From an optimization exercise on the open Yosys and OpenROAD flow, aimed at a short achievable clock period and few clock cycles per item; shortcuts taken in it are not production practice. In this exercise RTL edits were held to simulation tests only and were not proved equivalent to the original. Power and IR drop assume default switching activity.

==> v30 <==
==> flow/design.v <==
`timescale 1ns/1ps
`default_nettype none
module trace_sequencer (
	input wire logic i_clk,
	input wire logic i_reset,
	input wire logic i_req_valid,
	input wire logic [(4 + 32)-1:0] i_req,
	output logic o_req_ready,
	output logic [4-1:0] o_access,
	output logic [16-1:0] o_set,
	output logic [(32 - 4 - 6)-1:0] o_tag
);
	logic [3:0] cmd;
	logic [4-1:0] index;
	logic [4-1:0] access_q;
	logic [16-1:0] set_q;
	logic [(32 - 4 - 6)-1:0] tag_q;
	assign cmd = i_req[((4 + 32)-1):32];
	assign index = i_req[6 +: 4];
	assign o_req_ready = 1'b1;
	always_ff @(posedge i_clk) begin
		if (i_reset || !i_req_valid) begin
			access_q <= '0;
		end else begin
			access_q <= '0;
			case (cmd)
				4'd0: access_q[3] <= 1'b1;
				4'd1: access_q[2] <= 1'b1;
				4'd2: access_q[1] <= 1'b1;
				4'd8: access_q[0] <= 1'b1;
				default: access_q <= '0;
			endcase
		end
	end
	always_ff @(posedge i_clk) begin
		for (int s = 0; s < 16; s++) begin
			set_q[s] <= (int'(index) == s);
		end
		tag_q <= i_req[32-1 -: (32 - 4 - 6)];
	end
	assign o_access = access_q;
	assign o_set = set_q;
	assign o_tag = tag_q;
endmodule
`default_nettype wire
`timescale 1ns/1ps
`default_nettype none
module lru_ranker #(
	parameter int WAYS = 8,
	parameter int TAG_BITS = (32 - 4 - 6)
) (
	input wire logic i_clk,
	input wire logic i_reset,
	input wire logic i_clear,
	input wire logic i_touch,
	input wire logic [TAG_BITS-1:0] i_tag,
	output logic o_hit
);
	logic [WAYS-1:0][TAG_BITS-1:0] tag_q;
	logic [WAYS-1:0] valid_q;
	logic [WAYS-1:0] match;
	logic [WAYS-1:0] below;
	logic [WAYS-1:0] shift;
	always_comb begin
		for (int r = 0; r < WAYS; r++) begin
			match[r] = valid_q[r] && (tag_q[r] == i_tag);
		end
	end
	assign o_hit = |match;
	always_comb begin
		below[0] = match[0];
		for (int r = 1; r < WAYS; r++) begin
			below[r] = below[r-1] | match[r];
		end
		for (int r = 0; r < WAYS; r++) begin
			shift[r] = i_touch && (below[r] || !o_hit);
		end
	end
	always_ff @(posedge i_clk) begin
		if (i_reset || i_clear) begin
			valid_q <= '0;
		end else begin
			for (int r = 0; r < WAYS - 1; r++) begin
				if (shift[r]) begin
					valid_q[r] <= valid_q[r+1];
				end
			end
			if (i_touch) begin
				valid_q[WAYS-1] <= 1'b1;
			end
		end
	end
	always_ff @(posedge i_clk) begin
		for (int r = 0; r < WAYS - 1; r++) begin
			if (shift[r]) begin
				tag_q[r] <= tag_q[r+1];
			end
		end
		if (i_touch) begin
			tag_q[WAYS-1] <= i_tag;
		end
	end
endmodule
`default_nettype wire
`timescale 1ns/1ps
`default_nettype none
module tag_store #(
	parameter int TAG_BITS = (32 - 4 - 6),
	parameter int WAYS = 8
) (
	input wire logic i_clk,
	input wire logic i_reset,
	input wire logic i_clear,
	input wire logic i_access,
	input wire logic [16-1:0] i_set,
	input wire logic [TAG_BITS-1:0] i_tag,
	output logic o_hit
);
	logic [16-1:0] set_hit;
	logic hit;
	for (genvar s = 0; s < 16; s++) begin : g_set
		lru_ranker #(.WAYS(WAYS), .TAG_BITS(TAG_BITS)) u_set (
			.i_clk(i_clk),
			.i_reset(i_reset),
			.i_clear(i_clear),
			.i_touch(i_access && i_set[s]),
			.i_tag(i_tag),
			.o_hit(set_hit[s])
		);
	end
	assign hit = |(set_hit & i_set);
	always_ff @(posedge i_clk) begin
		o_hit <= hit;
	end
endmodule
`default_nettype wire
`timescale 1ns/1ps
`default_nettype none
module access_counters (
	input wire logic i_clk,
	input wire logic i_reset,
	input wire logic [4-1:0] i_access,
	input wire logic i_d_hit,
	input wire logic i_i_hit,
	output logic [(7 * 16)-1:0] o_stats
);
	logic [7-1:0][16-1:0] cnt_q;
	logic d_any;
	assign d_any = i_access[3] || i_access[2];
	always_ff @(posedge i_clk) begin
		if (i_reset || i_access[0]) begin
			cnt_q <= '0;
		end else begin
			if (i_access[3]) begin
				cnt_q[6] <= cnt_q[6] + 1'b1;
			end
			if (i_access[2]) begin
				cnt_q[5] <= cnt_q[5] + 1'b1;
			end
			if (i_access[1]) begin
				cnt_q[2] <= cnt_q[2] + 1'b1;
			end
			if (d_any) begin
				if (i_d_hit) begin
					cnt_q[4] <= cnt_q[4] + 1'b1;
				end else begin
					cnt_q[3] <= cnt_q[3] + 1'b1;
				end
			end
			if (i_access[1]) begin
				if (i_i_hit) begin
					cnt_q[1] <= cnt_q[1] + 1'b1;
				end else begin
					cnt_q[0] <= cnt_q[0] + 1'b1;
				end
			end
		end
	end
	assign o_stats = cnt_q;
endmodule
`default_nettype wire
`timescale 1ns/1ps
`default_nettype none
module cache_sim_top (
	input wire logic i_clk,
	input wire logic i_reset,
	input wire logic i_req_valid,
	input wire logic [(4 + 32)-1:0] i_req,
	output logic o_req_ready,
	output logic [(7 * 16)-1:0] o_stats
);
	logic [4-1:0] access;
	logic [16-1:0] set;
	logic [(32 - 4 - 6)-1:0] tag;
	logic d_access;
	logic d_hit;
	logic i_hit;
	logic [4-1:0] access_q;
	trace_sequencer u_seq (
		.i_clk(i_clk),
		.i_reset(i_reset),
		.i_req_valid(i_req_valid),
		.i_req(i_req),
		.o_req_ready(o_req_ready),
		.o_access(access),
		.o_set(set),
		.o_tag(tag)
	);
	assign d_access = access[3] | access[2];
	tag_store #(.TAG_BITS((32 - 4 - 6)), .WAYS(8)) u_d_tags (
		.i_clk(i_clk),
		.i_reset(i_reset),
		.i_clear(access[0]),
		.i_access(d_access),
		.i_set(set),
		.i_tag(tag),
		.o_hit(d_hit)
	);
	tag_store #(.TAG_BITS((32 - 4 - 6)), .WAYS(4)) u_i_tags (
		.i_clk(i_clk),
		.i_reset(i_reset),
		.i_clear(access[0]),
		.i_access(access[1]),
		.i_set(set),
		.i_tag(tag),
		.o_hit(i_hit)
	);
	always_ff @(posedge i_clk) begin
		if (i_reset) begin
			access_q <= '0;
		end else begin
			access_q <= access;
		end
	end
	access_counters u_counters (
		.i_clk(i_clk),
		.i_reset(i_reset),
		.i_access(access_q),
		.i_d_hit(d_hit),
		.i_i_hit(i_hit),
		.o_stats(o_stats)
	);
endmodule
`default_nettype wire
==> flow/run.sh <==
#!/bin/bash
# synth_recipe.tcl (not shown) runs the flow's synth.tcl, then flattens the netlist and writes it again
# the make line also repeats each setting of config.mk as NAME=value (left out here)
make -C /OpenROAD-flow-scripts/flow DESIGN_CONFIG=/design/flow/config.mk WORK_HOME=/design/flow/orfs CLKGATE_MAP_FILE= SYNTH_SCRIPT=/design/flow/synth_recipe.tcl finish
==> flow/config.mk <==
export PLATFORM = sky130hd
export DESIGN_NAME = cache_sim_top
export DESIGN_NICKNAME = cache_sim_top
export VERILOG_FILES = /design/flow/design.v
export SDC_FILE = /design/flow/constraint.sdc
export NUM_CORES = 4
export LEC_CHECK = 0
export CAP_MARGIN = 20
export CORE_MARGIN = 2
export CORE_UTILIZATION = 40
export SLEW_MARGIN = 20
==> flow/constraint.sdc <==
create_clock -name core_clock -period 11.0 [get_ports {i_clk}]
set_input_delay 2.2000 -clock core_clock [delete_from_list [all_inputs] [get_ports {i_clk}]]
set_output_delay 2.2000 -clock core_clock [all_outputs]
set_load 0.01 [all_outputs]
==> v3: changes against v30 <==
==> flow/design.v, changed modules only <==
module trace_sequencer (
	input wire logic i_clk,
	input wire logic i_reset,
	input wire logic i_req_valid,
	input wire logic [(4 + 32)-1:0] i_req,
	output logic o_req_ready,
	output logic o_reset,
	output logic [4-1:0] o_access,
	output logic [16-1:0] o_d_touch,
	output logic [16-1:0] o_i_touch,
	output logic [16-1:0][(32 - 4 - 6)-1:0] o_tag
);
	logic [3:0] cmd;
	logic [4-1:0] index;
	logic take;
	logic is_d;
	logic is_i;
	logic reset_q;
	logic [4-1:0] access_q;
	logic [16-1:0] d_touch_q;
	logic [16-1:0] i_touch_q;
	logic [16-1:0][(32 - 4 - 6)-1:0] tag_q;
	assign cmd = i_req[((4 + 32)-1):32];
	assign index = i_req[6 +: 4];
	assign o_req_ready = 1'b1;
	assign take = i_req_valid && !i_reset;
	assign is_d = (cmd == 4'd0) || (cmd == 4'd1);
	assign is_i = (cmd == 4'd2);
	always_ff @(posedge i_clk) begin
		reset_q <= i_reset;
	end
	always_ff @(posedge i_clk) begin
		if (!take) begin
			access_q <= '0;
		end else begin
			access_q <= '0;
			case (cmd)
				4'd0: access_q[3] <= 1'b1;
				4'd1: access_q[2] <= 1'b1;
				4'd2: access_q[1] <= 1'b1;
				4'd8: access_q[0] <= 1'b1;
				default: access_q <= '0;
			endcase
		end
	end
	always_ff @(posedge i_clk) begin
		for (int s = 0; s < 16; s++) begin
			d_touch_q[s] <= take && is_d && (int'(index) == s);
			i_touch_q[s] <= take && is_i && (int'(index) == s);
			if (take && (is_d || is_i) && (int'(index) == s)) begin
				tag_q[s] <= i_req[32-1 -: (32 - 4 - 6)];
			end
		end
	end
	assign o_reset = reset_q;
	assign o_access = access_q;
	assign o_d_touch = d_touch_q;
	assign o_i_touch = i_touch_q;
	assign o_tag = tag_q;
endmodule
module lru_ranker #(
	parameter int WAYS = 8,
	parameter int TAG_BITS = (32 - 4 - 6)
) (
	input wire logic i_clk,
	input wire logic i_reset,
	input wire logic i_clear,
	input wire logic i_touch,
	input wire logic [TAG_BITS-1:0] i_tag,
	output logic o_hit
);
	logic [WAYS-1:0][TAG_BITS-1:0] tag_q;
	logic [WAYS-1:0] valid_q;
	logic [WAYS-1:0] match;
	logic [WAYS-1:0] above;
	logic [WAYS-1:0] shift;
	always_comb begin
		for (int r = 0; r < WAYS; r++) begin
			match[r] = valid_q[r] && (tag_q[r] == i_tag);
		end
	end
	assign o_hit = |match;
	always_comb begin
		above[WAYS-1] = 1'b0;
		for (int r = WAYS - 2; r >= 0; r--) begin
			above[r] = above[r+1] | match[r+1];
		end
		for (int r = 0; r < WAYS; r++) begin
			shift[r] = i_touch && !above[r];
		end
	end
	always_ff @(posedge i_clk) begin
		if (i_reset || i_clear) begin
			valid_q <= '0;
		end else begin
			for (int r = 0; r < WAYS - 1; r++) begin
				if (shift[r]) begin
					valid_q[r] <= valid_q[r+1];
				end
			end
			if (i_touch) begin
				valid_q[WAYS-1] <= 1'b1;
			end
		end
	end
	always_ff @(posedge i_clk) begin
		for (int r = 0; r < WAYS - 1; r++) begin
			if (shift[r]) begin
				tag_q[r] <= tag_q[r+1];
			end
		end
		if (i_touch) begin
			tag_q[WAYS-1] <= i_tag;
		end
	end
endmodule
module tag_store #(
	parameter int TAG_BITS = (32 - 4 - 6),
	parameter int WAYS = 8
) (
	input wire logic i_clk,
	input wire logic i_reset,
	input wire logic i_clear,
	input wire logic [16-1:0] i_touch,
	input wire logic [16-1:0][TAG_BITS-1:0] i_tag,
	output logic o_hit
);
	logic [16-1:0] set_hit;
	logic hit;
	for (genvar s = 0; s < 16; s++) begin : g_set
		lru_ranker #(.WAYS(WAYS), .TAG_BITS(TAG_BITS)) u_set (
			.i_clk(i_clk),
			.i_reset(i_reset),
			.i_clear(i_clear),
			.i_touch(i_touch[s]),
			.i_tag(i_tag[s]),
			.o_hit(set_hit[s])
		);
	end
	assign hit = |(set_hit & i_touch);
	always_ff @(posedge i_clk) begin
		o_hit <= hit;
	end
endmodule
module cache_sim_top (
	input wire logic i_clk,
	input wire logic i_reset,
	input wire logic i_req_valid,
	input wire logic [(4 + 32)-1:0] i_req,
	output logic o_req_ready,
	output logic [(7 * 16)-1:0] o_stats
);
	logic reset;
	logic [4-1:0] access;
	logic [16-1:0] d_touch;
	logic [16-1:0] i_touch;
	logic [16-1:0][(32 - 4 - 6)-1:0] tag;
	logic d_hit;
	logic i_hit;
	logic [4-1:0] access_q;
	trace_sequencer u_seq (
		.i_clk(i_clk),
		.i_reset(i_reset),
		.i_req_valid(i_req_valid),
		.i_req(i_req),
		.o_req_ready(o_req_ready),
		.o_reset(reset),
		.o_access(access),
		.o_d_touch(d_touch),
		.o_i_touch(i_touch),
		.o_tag(tag)
	);
	tag_store #(.TAG_BITS((32 - 4 - 6)), .WAYS(8)) u_d_tags (
		.i_clk(i_clk),
		.i_reset(reset),
		.i_clear(access[0]),
		.i_touch(d_touch),
		.i_tag(tag),
		.o_hit(d_hit)
	);
	tag_store #(.TAG_BITS((32 - 4 - 6)), .WAYS(4)) u_i_tags (
		.i_clk(i_clk),
		.i_reset(reset),
		.i_clear(access[0]),
		.i_touch(i_touch),
		.i_tag(tag),
		.o_hit(i_hit)
	);
	always_ff @(posedge i_clk) begin
		if (reset) begin
			access_q <= '0;
		end else begin
			access_q <= access;
		end
	end
	access_counters u_counters (
		.i_clk(i_clk),
		.i_reset(reset),
		.i_access(access_q),
		.i_d_hit(d_hit),
		.i_i_hit(i_hit),
		.o_stats(o_stats)
	);
endmodule
==> flow/flow/run.sh (new file) <==
#!/bin/bash
set -euo pipefail
MARGIN=${MARGIN:-7.5}
bash standard.sh SETUP_SLACK_MARGIN=$MARGIN finish > standard.log 2>&1
==> flow/standard.sh (new file) <==
#!/bin/bash
# synth_recipe.tcl (not shown) runs the flow's synth.tcl, then flattens the netlist and writes it again
# the make line also repeats each setting of config.mk as NAME=value (left out here)
make -C /OpenROAD-flow-scripts/flow DESIGN_CONFIG=/design/flow/config.mk WORK_HOME=/design/flow/orfs CLKGATE_MAP_FILE= SYNTH_SCRIPT=/design/flow/synth_recipe.tcl "${@:-finish}"
- ABC_CLOCK_PERIOD_IN_PS: unset -> 3000
- CORE_UTILIZATION: 40 -> 55
removed: flow/run.sh
==> comparison <==
Non-clock buffer count: v30 is lower than v3 (666).
Of v3 and v30, v3 has the higher global-route usage (gap 8.2 points).
v3 reached the layout checks and failed them: antenna rules. v30 ran to the end with no violations.
In v30 the critical path depth is higher than in v3, by 9.
Synthesized cell count: v30 is larger than v3 (about 0.7%).
Between v3 and v30, the lower power is in v30 (gap 4.5%, measured against v30).
Between v30 and v3, the lower die area is in v3 (gap about 33%, measured against v3).
In v3 the cell area is higher than in v30, by 7.0%.
In v30 the hold slack is better than in v3, by 0.0092 ns.
Testbench counts of v30, summed over its fixed seeds: cycles 16,016, items 16,000.
Testbench counts of v3, summed over its fixed seeds: cycles 16,016, items 16,000.

==> what the ideal ports hide <==
No port has a modelled driver above. Below, the same layouts with a new extraction and two added sets of constraints. Step 1 assumes that a clkbuf_16 drives the clock port and a buf_2 every other input. Step 2 moves the port delays by t, midway between the first and last clock arrival at a register: inputs arrive t later, outputs are due t later. That takes back most of the time a late clock gives input paths. Slacks: ideal ports / drivers / drivers and shift; pairs: ideal ports / drivers.
run	t, ns	slack for setup (ns)	worst hold slack (ns)	worst setup path at the end	worst data-port slew with drivers (ns)
v30	1.089	5.894 / 5.894 / 5.272	0.445 / 0.445 / 0.445	input to register	0.14
v3	1.107	7.322 / 7.216 / 6.360	0.436 / 0.436 / 0.436	input to register	0.13
The setup slack of v3, which loses most, moves by -0.106 ns with the drivers and by -0.962 ns with both steps.
